This design comes from an exercise in tuning for a short achievable clock period and few clock cycles on the open sky130 flow, not from production work.
The RTL of this run was laid out without a check of its function.
Power figures rest on the tool's default switching activity, not on a simulated workload.

### flow/config.mk
export PLATFORM = sky130hd
export DESIGN_NAME = mips_core
export DESIGN_NICKNAME = mips_core
export VERILOG_FILES = /design/flow/design.v
export SDC_FILE = /design/flow/constraint.sdc
export NUM_CORES = 4
export LEC_CHECK = 0
export ABC_CLOCK_PERIOD_IN_PS = 4000
export CAP_MARGIN = 20
export CORE_MARGIN = 2
export CORE_UTILIZATION = 55
export SLEW_MARGIN = 20
### flow/constraint.sdc
create_clock -name core_clock -period 12.0 [get_ports {clk}]
set_input_delay 2.4000 -clock core_clock [delete_from_list [all_inputs] [get_ports {clk}]]
set_output_delay 2.4000 -clock core_clock [all_outputs]
set_load 0.01 [all_outputs]
### flow/design.v
package mips_pkg;
    typedef logic [32-1:0] word_t;
    typedef logic [8-1:0] pc_t;
    typedef logic [4:0] reg_addr_t;
    typedef logic [15:0] imm_t;
    typedef enum logic [5:0] {
        OP_RTYPE = 6'b000000,
        OP_J     = 6'b000010,
        OP_BEQ   = 6'b000100,
        OP_BNE   = 6'b000101,
        OP_ADDI  = 6'b001000,
        OP_SLTI  = 6'b001010,
        OP_ANDI  = 6'b001100,
        OP_ORI   = 6'b001101,
        OP_LUI   = 6'b001111,
        OP_LW    = 6'b100011,
        OP_SW    = 6'b101011
    } opcode_e;
    typedef enum logic [5:0] {
        FN_ADD = 6'b100000,
        FN_SUB = 6'b100010,
        FN_AND = 6'b100100,
        FN_OR  = 6'b100101,
        FN_NOR = 6'b100111,
        FN_SLT = 6'b101010
    } funct_e;
    typedef enum logic [2:0] {
        ALU_ADD, ALU_SUB, ALU_AND, ALU_OR, ALU_NOR, ALU_SLT, ALU_LUI
    } alu_op_e;
    typedef enum logic {
        FETCH_IDLE, FETCH_BUSY
    } fetch_state_e;
endpackage
`timescale 1ns/1ns
module mips_core (
    input  logic                                clk,
    input  logic                                reset,
    input  logic                                run,
    input  logic                                imem_we,
    input  logic [$clog2(64)-1:0] imem_addr,
    input  mips_pkg::word_t                     imem_wdata,
    output logic                                retire,
    output mips_pkg::pc_t                       retire_pc,
    output logic                                wb_en,
    output mips_pkg::reg_addr_t                 wb_reg,
    output mips_pkg::word_t                     wb_data,
    output logic                                overflow,
    output logic                                store_en,
    output mips_pkg::word_t                     store_addr,
    output mips_pkg::word_t                     store_data
);
    logic [31:0] imem   [64];
    logic [5:0]  pd_tgt [64];    
    logic        pd_red [64];    
    logic        flip   [64];    
    logic [5:0]  w_op;
    logic        w_j, w_br, w_same, w_red;
    logic [5:0]  w_tgt;
    assign w_op   = imem_wdata[31:26];
    assign w_j    = (w_op == 6'h02);
    assign w_br   = (w_op == 6'h04) || (w_op == 6'h05);
    assign w_same = (imem_wdata[25:21] == imem_wdata[20:16]);
    assign w_tgt  = w_j ? imem_wdata[5:0] : (imem_addr + 6'd1 + imem_wdata[5:0]);
    assign w_red  = w_j || (w_br && (w_same ? !w_op[0] : (imem_wdata[15] || w_op[0])));
    always_ff @(posedge clk)
    begin
        if (imem_we)
        begin
            imem[imem_addr]   <= imem_wdata;
            pd_tgt[imem_addr] <= w_tgt;
            pd_red[imem_addr] <= w_red;
        end
    end
    logic [5:0]  pc_f;
    logic        v_d, pred_d;
    logic [31:0] ins_d;
    logic [5:0]  pc_d, alt_d;
    logic        v_e, pred_e;
    logic [5:0]  pc_e, alt_e;
    logic [31:0] a_e, b_e, t_e;
    logic        fa_e, fb_e, ft_e;
    logic        rw_e, ld_e, st_e, beq_e, bne_e, ovf_e, sub_e;
    logic [2:0]  sel_e;
    logic [4:0]  dst_e;
    logic [5:0]  ea_e;
    logic [31:0] ains_e;
    logic        ared_e;
    logic [5:0]  anext_e, aalt_e;
    localparam logic [2:0] SEL_SUM = 3'd0, SEL_AND = 3'd1, SEL_OR = 3'd2, SEL_NOR = 3'd3,
                           SEL_SLT = 3'd4, SEL_B = 3'd5;
    logic        mispredict, issue, fetch_ok, ld_haz;
    logic [31:0] ins_f;
    logic [5:0]  tgt_f, pc_f1, next_f, alt_f;
    logic        red_f;
    assign ins_f  = imem[pc_f];
    assign tgt_f  = pd_tgt[pc_f];
    assign red_f  = pd_red[pc_f] ^ flip[pc_f];
    assign pc_f1  = pc_f + 6'd1;
    assign next_f = red_f ? tgt_f : pc_f1;
    assign alt_f  = red_f ? pc_f1 : tgt_f;
    logic        z_hit;
    logic [5:0]  z_next, z_alt;
    assign z_hit  = imem_we && (imem_addr == 6'd0);
    assign z_next = pd_red[0] ? pd_tgt[0] : 6'd1;
    assign z_alt  = pd_red[0] ? 6'd1 : pd_tgt[0];
    assign issue    = v_d && run && !ld_haz;
    assign fetch_ok = !v_d || issue;
    always_ff @(posedge clk)
    begin
        if (reset)
            pc_f <= z_hit ? 6'd0 : z_next;
        else if (mispredict)
            pc_f <= anext_e;
        else if (fetch_ok)
            pc_f <= next_f;
    end
    always_ff @(posedge clk)
    begin
        if (reset)
            v_d <= !z_hit;
        else if (mispredict || fetch_ok)
            v_d <= 1'b1;
        else if (issue)
            v_d <= 1'b0;
    end
    always_ff @(posedge clk)
    begin
        if (reset)
        begin
            ins_d  <= imem[0];
            pc_d   <= 6'd0;
            alt_d  <= z_alt;
            pred_d <= pd_red[0];
        end
        else if (mispredict)
        begin
            ins_d  <= ains_e;
            pc_d   <= alt_e;
            alt_d  <= aalt_e;
            pred_d <= ared_e;
        end
        else if (fetch_ok)
        begin
            ins_d  <= ins_f;
            pc_d   <= pc_f;
            alt_d  <= alt_f;
            pred_d <= red_f;
        end
    end
    logic [31:0] rf [1:31];
    logic [5:0]  op, fn;
    logic [4:0]  rs, rt, rd;
    logic [15:0] imm;
    logic [31:0] rs_v, rt_v, rs_rf, rt_rf, imm_v;
    logic        d_rw, d_ld, d_st, d_beq, d_bne, d_ovf, d_sub, d_imm, d_ze, d_lui;
    logic [2:0]  d_sel;
    logic [4:0]  d_dst;
    logic [7:0]  ea_d;
    assign op  = ins_d[31:26];
    assign fn  = ins_d[5:0];
    assign rs  = ins_d[25:21];
    assign rt  = ins_d[20:16];
    assign rd  = ins_d[15:11];
    assign imm = ins_d[15:0];
    always_comb
    begin
        d_sel = SEL_SUM;
        {d_rw, d_ld, d_st, d_beq, d_bne, d_ovf, d_sub, d_imm, d_ze, d_lui} = '0;
        d_dst = rt;
        case (op)
            6'h00:
            begin
                d_dst = rd;
                d_rw  = 1'b1;
                case (fn)
                    6'h20: d_ovf = 1'b1;
                    6'h22: {d_ovf, d_sub} = 2'b11;
                    6'h24: d_sel = SEL_AND;
                    6'h25: d_sel = SEL_OR;
                    6'h27: d_sel = SEL_NOR;
                    6'h2a: begin d_sel = SEL_SLT; d_sub = 1'b1; end
                    default: d_rw = 1'b0;
                endcase
            end
            6'h08: {d_imm, d_rw, d_ovf} = 3'b111;
            6'h0a: begin d_sel = SEL_SLT; {d_imm, d_rw, d_sub} = 3'b111; end
            6'h0c: begin d_sel = SEL_AND; {d_imm, d_rw, d_ze} = 3'b111; end
            6'h0d: begin d_sel = SEL_OR; {d_imm, d_rw, d_ze} = 3'b111; end
            6'h0f: begin d_sel = SEL_B; {d_imm, d_rw, d_lui} = 3'b111; end
            6'h23: {d_imm, d_rw, d_ld} = 3'b111;
            6'h2b: {d_imm, d_st} = 2'b11;
            6'h04: d_beq = 1'b1;
            6'h05: d_bne = 1'b1;
            default: ;
        endcase
        if (d_dst == 5'd0)
            d_rw = 1'b0;
    end
    assign imm_v = d_lui ? {imm, 16'b0} : d_ze ? {16'b0, imm} : {{16{imm[15]}}, imm};
    assign rs_rf = (rs == 5'd0) ? '0 : rf[rs];
    assign rt_rf = (rt == 5'd0) ? '0 : rf[rt];
    assign rs_v  = (wb_en && wb_reg == rs) ? wb_data : rs_rf;
    assign rt_v  = (wb_en && wb_reg == rt) ? wb_data : rt_rf;
    assign ld_haz = (d_ld || d_st) && v_e && rw_e && (dst_e == rs);
    assign ea_d   = rs_v[7:0] + imm[7:0];
    logic [5:0] a_tgt, a_1;
    logic       a_red;
    assign a_tgt = pd_tgt[alt_d];
    assign a_red = pd_red[alt_d] ^ flip[alt_d];
    assign a_1   = alt_d + 6'd1;
    always_ff @(posedge clk)
    begin
        if (reset || mispredict)
            v_e <= 1'b0;
        else
            v_e <= issue;
    end
    always_ff @(posedge clk)
    begin
        if (issue)
        begin
            pc_e    <= pc_d;
            alt_e   <= alt_d;
            pred_e  <= pred_d;
            a_e     <= rs_v;
            b_e     <= d_imm ? imm_v : rt_v;
            t_e     <= rt_v;
            fa_e    <= v_e && rw_e && (dst_e == rs);
            fb_e    <= v_e && rw_e && (dst_e == rt) && !d_imm;
            ft_e    <= v_e && rw_e && (dst_e == rt);
            {rw_e, ld_e, st_e, beq_e, bne_e, ovf_e, sub_e} <=
                {d_rw, d_ld, d_st, d_beq, d_bne, d_ovf, d_sub};
            sel_e   <= d_sel;
            dst_e   <= d_dst;
            ea_e    <= ea_d[7:2];
            ains_e  <= imem[alt_d];
            ared_e  <= a_red;
            anext_e <= a_red ? a_tgt : a_1;
            aalt_e  <= a_red ? a_1 : a_tgt;
        end
    end
    logic [31:0] dmem [64];
    logic [31:0] a, b, t, bx, sum, res, ld_v;
    logic        slt, eq, taken, ovf;
    assign a    = fa_e ? wb_data : a_e;
    assign b    = fb_e ? wb_data : b_e;
    assign t    = ft_e ? wb_data : t_e;
    assign bx   = sub_e ? ~b : b;
    assign sum  = a + bx + {31'b0, sub_e};
    assign ovf  = (a[31] == bx[31]) && (sum[31] != a[31]);
    assign slt  = (a[31] != b[31]) ? a[31] : sum[31];
    assign ld_v = dmem[ea_e];
    assign eq   = (a == t);
    assign taken = (beq_e && eq) || (bne_e && !eq);
    assign mispredict = v_e && (beq_e || bne_e) && (taken != pred_e);
    always_comb
    begin
        case (sel_e)
            SEL_AND: res = a & b;
            SEL_OR:  res = a | b;
            SEL_NOR: res = ~(a | b);
            SEL_SLT: res = {31'b0, slt};
            SEL_B:   res = b;
            default: res = ld_e ? ld_v : sum;
        endcase
    end
    always_ff @(posedge clk)
    begin
        if (reset)
        begin
            for (int i = 0; i < 64; i++)
                flip[i] <= 1'b0;
        end
        else if (mispredict)
            flip[pc_e] <= !flip[pc_e];
    end
    always_ff @(posedge clk)
    begin
        if (v_e && st_e)
            dmem[ea_e] <= t;
    end
    always_ff @(posedge clk)
    begin
        if (reset)
            {retire, wb_en, overflow, store_en} <= 4'b0000;
        else
        begin
            retire   <= v_e;
            wb_en    <= v_e && rw_e;
            overflow <= v_e && ovf_e && ovf;
            store_en <= v_e && st_e;
        end
    end
    always_ff @(posedge clk)
    begin
        retire_pc  <= {pc_e, 2'b00};
        wb_reg     <= dst_e;
        wb_data    <= res;
        store_addr <= sum;
        store_data <= t;
    end
    always_ff @(posedge clk)
    begin
        if (reset)
        begin
            for (int i = 1; i < 32; i++)
                rf[i] <= '0;
        end
        else if (wb_en)
            rf[wb_reg] <= wb_data;
    end
endmodule
### flow/flow/run.sh
#!/bin/bash
set -euo pipefail
bash standard.sh SETUP_SLACK_MARGIN=8.3 finish > flow_make.log 2>&1
### flow/standard.sh
#!/bin/bash
# synth_recipe.tcl (not shown) runs the flow's synth.tcl, then flattens the netlist and writes it again
# the make line also repeats each setting of config.mk as NAME=value (left out here)
make -C /OpenROAD-flow-scripts/flow DESIGN_CONFIG=/design/flow/config.mk WORK_HOME=/design/flow/orfs CLKGATE_MAP_FILE= SYNTH_SCRIPT=/design/flow/synth_recipe.tcl "${@:-finish}"
==> results.toml <==
[logic_synthesis]
syn-instance-count = 13175
synth-seq-cells = 6008
seq_area_frac_synth = 0.662
async_flop_share = 0
yosysUniqueCellTypes = 81
avgSynthCellArea_um2 = 20.5
syn_area_um2 = 270000
ys_warn_count = 1
synth_edf_count = 5856
synthFlopType = "edfxtp_1"

[clock_network]
clock_path_buffers = 4
insertion_delay_ns = 1.13
cts_inserted_buffers = 639
cts_tree = "done"
root_buffer = "clkbuf_16"
cts.sinks = 6008
h-tree-depth = 6
path_clk_slew_ns = 0.06

[routing]
wl_mm = 916
first_pass_iters = 7
vias = 152544
wl_per_cell_um = 43.6
ant_nets = 0
vias_per_cell = 7.26
drc_errors = 0
drtIter0Drc = 24293

[cells_and_area]
syn2layout_area_growth_pct = 16.9
instances_no_fill = 21005
utilization = 0.645
final_layout_size_suffix_gt1_frac = 0.408
top_regs = "dmem (2048), imem (2048), rf (1024)"
finalNetCount = 14073

[power_and_ir_drop]
leakagePower_nw = 102
vdd_drop_max_uv = 208
pwr_density_cell_nw_per_um2 = 256
p_total_mw = 80.8

[worst_setup_path]
cp_common_cell = "buf_12"
cp.required_ns = 12.97
worstPathCellList = "buf_6 > buf_12 > buf_12 > buf_12 > mux2i_4 > xnor2_2 > nor4_2 > o211ai_1 > a21oi_4 > buf_6 > a32o_2 > buf_12 > o211a_4 > buf_12 > buf_16 > mux2i_4 > o21ai_4 > mux2_4"
worst_setup_path_start_kind = "flip-flop"
max_stage_delay_ns = 0.42
cpMaxStageDelayCell = "edfxtp_1"
path_class = "flip-flop to flip-flop"
critPathArrivalTime_ns = 5.17
critPathCaptureType = "flip-flop"
crit_family = "buffers and inverters"
critPathBufInv = 8
worstPathMaxFanout = 6

[timing]
setup_tns_ns = 0
fin_skew_ns = 0.0609
maxSlewHeadroom = 0.173
holdWs_ns = 0.443
rsz0062_at_grt = "true"
slew_viol_final = 0
min_period_ns = 4.20
setup_violations = 0
finalHoldViolCount = 0
finalCritPeriodShare = 0.350
timing.fmax_mhz = 238
worst-slew-pin-transition_ns = 1.24

[global_routing]
grt_pass1_wl_mm = 1250
grt_start_max_net_pins = 81
grt_use_total = 0.366
antenna_found_initial = 80
first_global_vias = 152103
grt_overflow = 0

[floorplanning]
rows = 257
pin_count = 155
start_util = 0.552
die_w_um = 705
fp.dieArea_um2 = 497000
coreArea_um2 = 490000
die_y_um = 705

[status]
outcome = "finished clean"

[placed_design]
portBuffers = 152
place.gp.congestion = 0.899
dp_hpwl_mm = 471
place_inst = 19178

[hold_path]
hp-class = "flip-flop to flip-flop"

[job]
cap_viol_max_count = 0
## kinds of logic after synthesis
group | after synthesis | share of synthesized area
AOI/OAI and AO/OA | 644 | 0.0150
xor gates and xnor gates | 185 | 0.00600
adders and majority gates | 47 | 0.00223
buffers and inverters | 1159 | 0.0171
DFF | 6008 | 0.662
muxes | 3276 | 0.261
other | 1 | 0.0000139
and+or+nand+nor | 1855 | 0.0370
## area by class of cell
class                   instances  area, µm²
inverters                      93        418
repair buffers               1216      16200
clock buffers                 822      17200
clock inverters               338       3010
fillers                     32422     174000
well taps                    6475       8100
repair inverters                4       40.0
diodes                         27       67.6
flip-flops and latches       6008     179000
multi-input cells            6022      91800
## cells in the final DEF (no fill, tap or decap), types with 33 or more instances in the layout
cell type	netlist	final
edfxtp_1	5856	5856
mux4_2	2978	2979
and2_1	1000	998
clkbuf_16	0	669
buf_4	14	550
nand2_1	277	263
buf_6	6	216
nor2_4	0	192
clkbuf_1	731	153
buf_12	2	143
o21ai_0	256	133
clkinv_1	2	131
nor2_1	348	124
mux2i_1	198	119
xnor2_1	149	119
clkinv_2	0	111
bufbuf_16	0	94
a21oi_1	119	87
buf_16	0	81
inv_1	90	74
mux2_2	81	68
dfxtp_4	0	60
a21o_1	59	58
buf_2	92	57
mux2i_4	0	56
o21ai_4	0	56
buf_8	3	53
dfxtp_2	0	49
o21ai_2	0	45
dfxtp_1	152	43
nand3_1	48	38
bufinv_16	0	34
nor2_2	0	33
## stage by stage
step                      cell area [µm²]  setup slack, ns
after floorplan                    272000             7.42
after global placement             281000             5.05
after detailed placement           281000             5.02
after CTS                          313000             7.81
after global routing               316000             7.81
final                              316000             7.80
## where the power goes
group          internal [mW]  switching (mW)  total [mW]  leakage, nW
logic                   16.1            18.8        34.9         36.9
clock network           10.9            8.40        19.3         9.84
registers               25.4            1.30        26.7         55.6
total                   52.3            28.5        80.8          102
## final timing paths
check,slack [ns],start,to,depth (start not counted)
worst max-delay path,7.80,fa_e$_DFFE_PP_,flip-flop,18
worst min-delay path,0.44,pc_d[3]$_SDFFE_PP0P_,pc_e[3]$_DFFE_PP_,0
worst max register to register,7.80,fa_e$_DFFE_PP_,flip-flop,18
worst min register to register,0.44,pc_d[3]$_SDFFE_PP0P_,pc_e[3]$_DFFE_PP_,0
## cells in the mapped netlist, types with 7 or more instances
cell type	n	area [µm²]
a21oi_1	119	596
or3_1	15	93.8
o21a_1	19	143
a211oi_1	15	113
a22oi_1	11	82.6
a21o_1	59	443
buf_2	92	460
nor3_1	35	175
o21ai_0	256	1280
xnor2_1	149	1310
a31oi_1	13	81.3
nor4_1	10	62.6
a22o_1	14	123
nand3_1	48	240
nand2b_1	23	144
buf_4	14	105
and3_1	25	156
edfxtp_1	5856	176000
o2111ai_1	8	70.1
a2bb2oi_1	7	61.3
mux4_1	12	315
nand2_1	277	1040
nor2b_1	16	100
o21bai_1	7	52.6
mux2_2	81	912
nor3b_1	8	60.1
inv_1	90	338
clkbuf_1	731	2740
and2_1	1000	6260
ha_1	45	563
nand4_1	16	100
mux2i_1	198	1980
nor2_1	348	1310
nand3b_1	16	120
o211ai_1	12	90.1
mux4_2	2978	67100
o221ai_1	12	105
o32ai_1	18	158
xor2_1	36	315
dfxtp_1	152	3040
buf_1	218	818
a221o_1	14	140
## worst reg2reg max path, delay by kind of cell, from the launching register on
| family | cells | cell delay (ns) |
|---|---|---|
| AO/OA/AOI/OAI | 5 | 1.23 |
| XOR/XNOR | 1 | 0.18 |
| buffers and inverters | 8 | 1.26 |
| flip-flops | 1 | 0.42 |
| multiplexers | 3 | 0.82 |
| AND/OR/NAND/NOR | 1 | 0.17 |
## repair_timing
action                     in CTS  in global routing
pin swaps                     177                126
resized for setup            1592                363
gates cloned                  137                 17
setup endpoints to repair    4460               2241
setup buffers                 383                103
hold buffers                    0                  0
## routing by layer
| metal | track usage | wire, µm | vias to the layer above |
|---|---|---|---|
| met1 | 0.500 | 331000 | 82868 |
| met5 | 0 | 194 | - |
| met2 | 0.576 | 436000 | 10391 |
| met4 | 0.155 | 47100 | 28 |
| met3 | 0.0840 | 101000 | 1832 |
| li1 | - | - | 57425 |

==> separate check: timing with driven ports <==
The results above use ideal ports. As a check the final layout listed here was re-extracted and re-timed, cells and wires unchanged.
Step 1 sets driving cells, clkbuf_16 on the clock port and buf_2 on the other inputs (assumed; they add their load-dependent delay and slew).
Step 2 adds t to the input delays and takes it off the output delays; t is the mean of the earliest and latest rising clock arrival at the registers after step 1. Input paths then give back, and output paths get back, about the clock's delay inside the block.
Slacks: no drivers / after step 1 / after step 2; pairs: no drivers / after step 1.
t (ns): 1.222
setup WS [ns]: 7.795 / 7.746 / 6.972
worst hold slack (ns): 0.443 / 0.443 / 0.443
worst register clock-pin slew, ns: 0.07 / 0.07
After both steps setup and hold are still met in this run. The setup slack of this run moves by -0.049 ns with the drivers and by -0.823 ns with both steps.
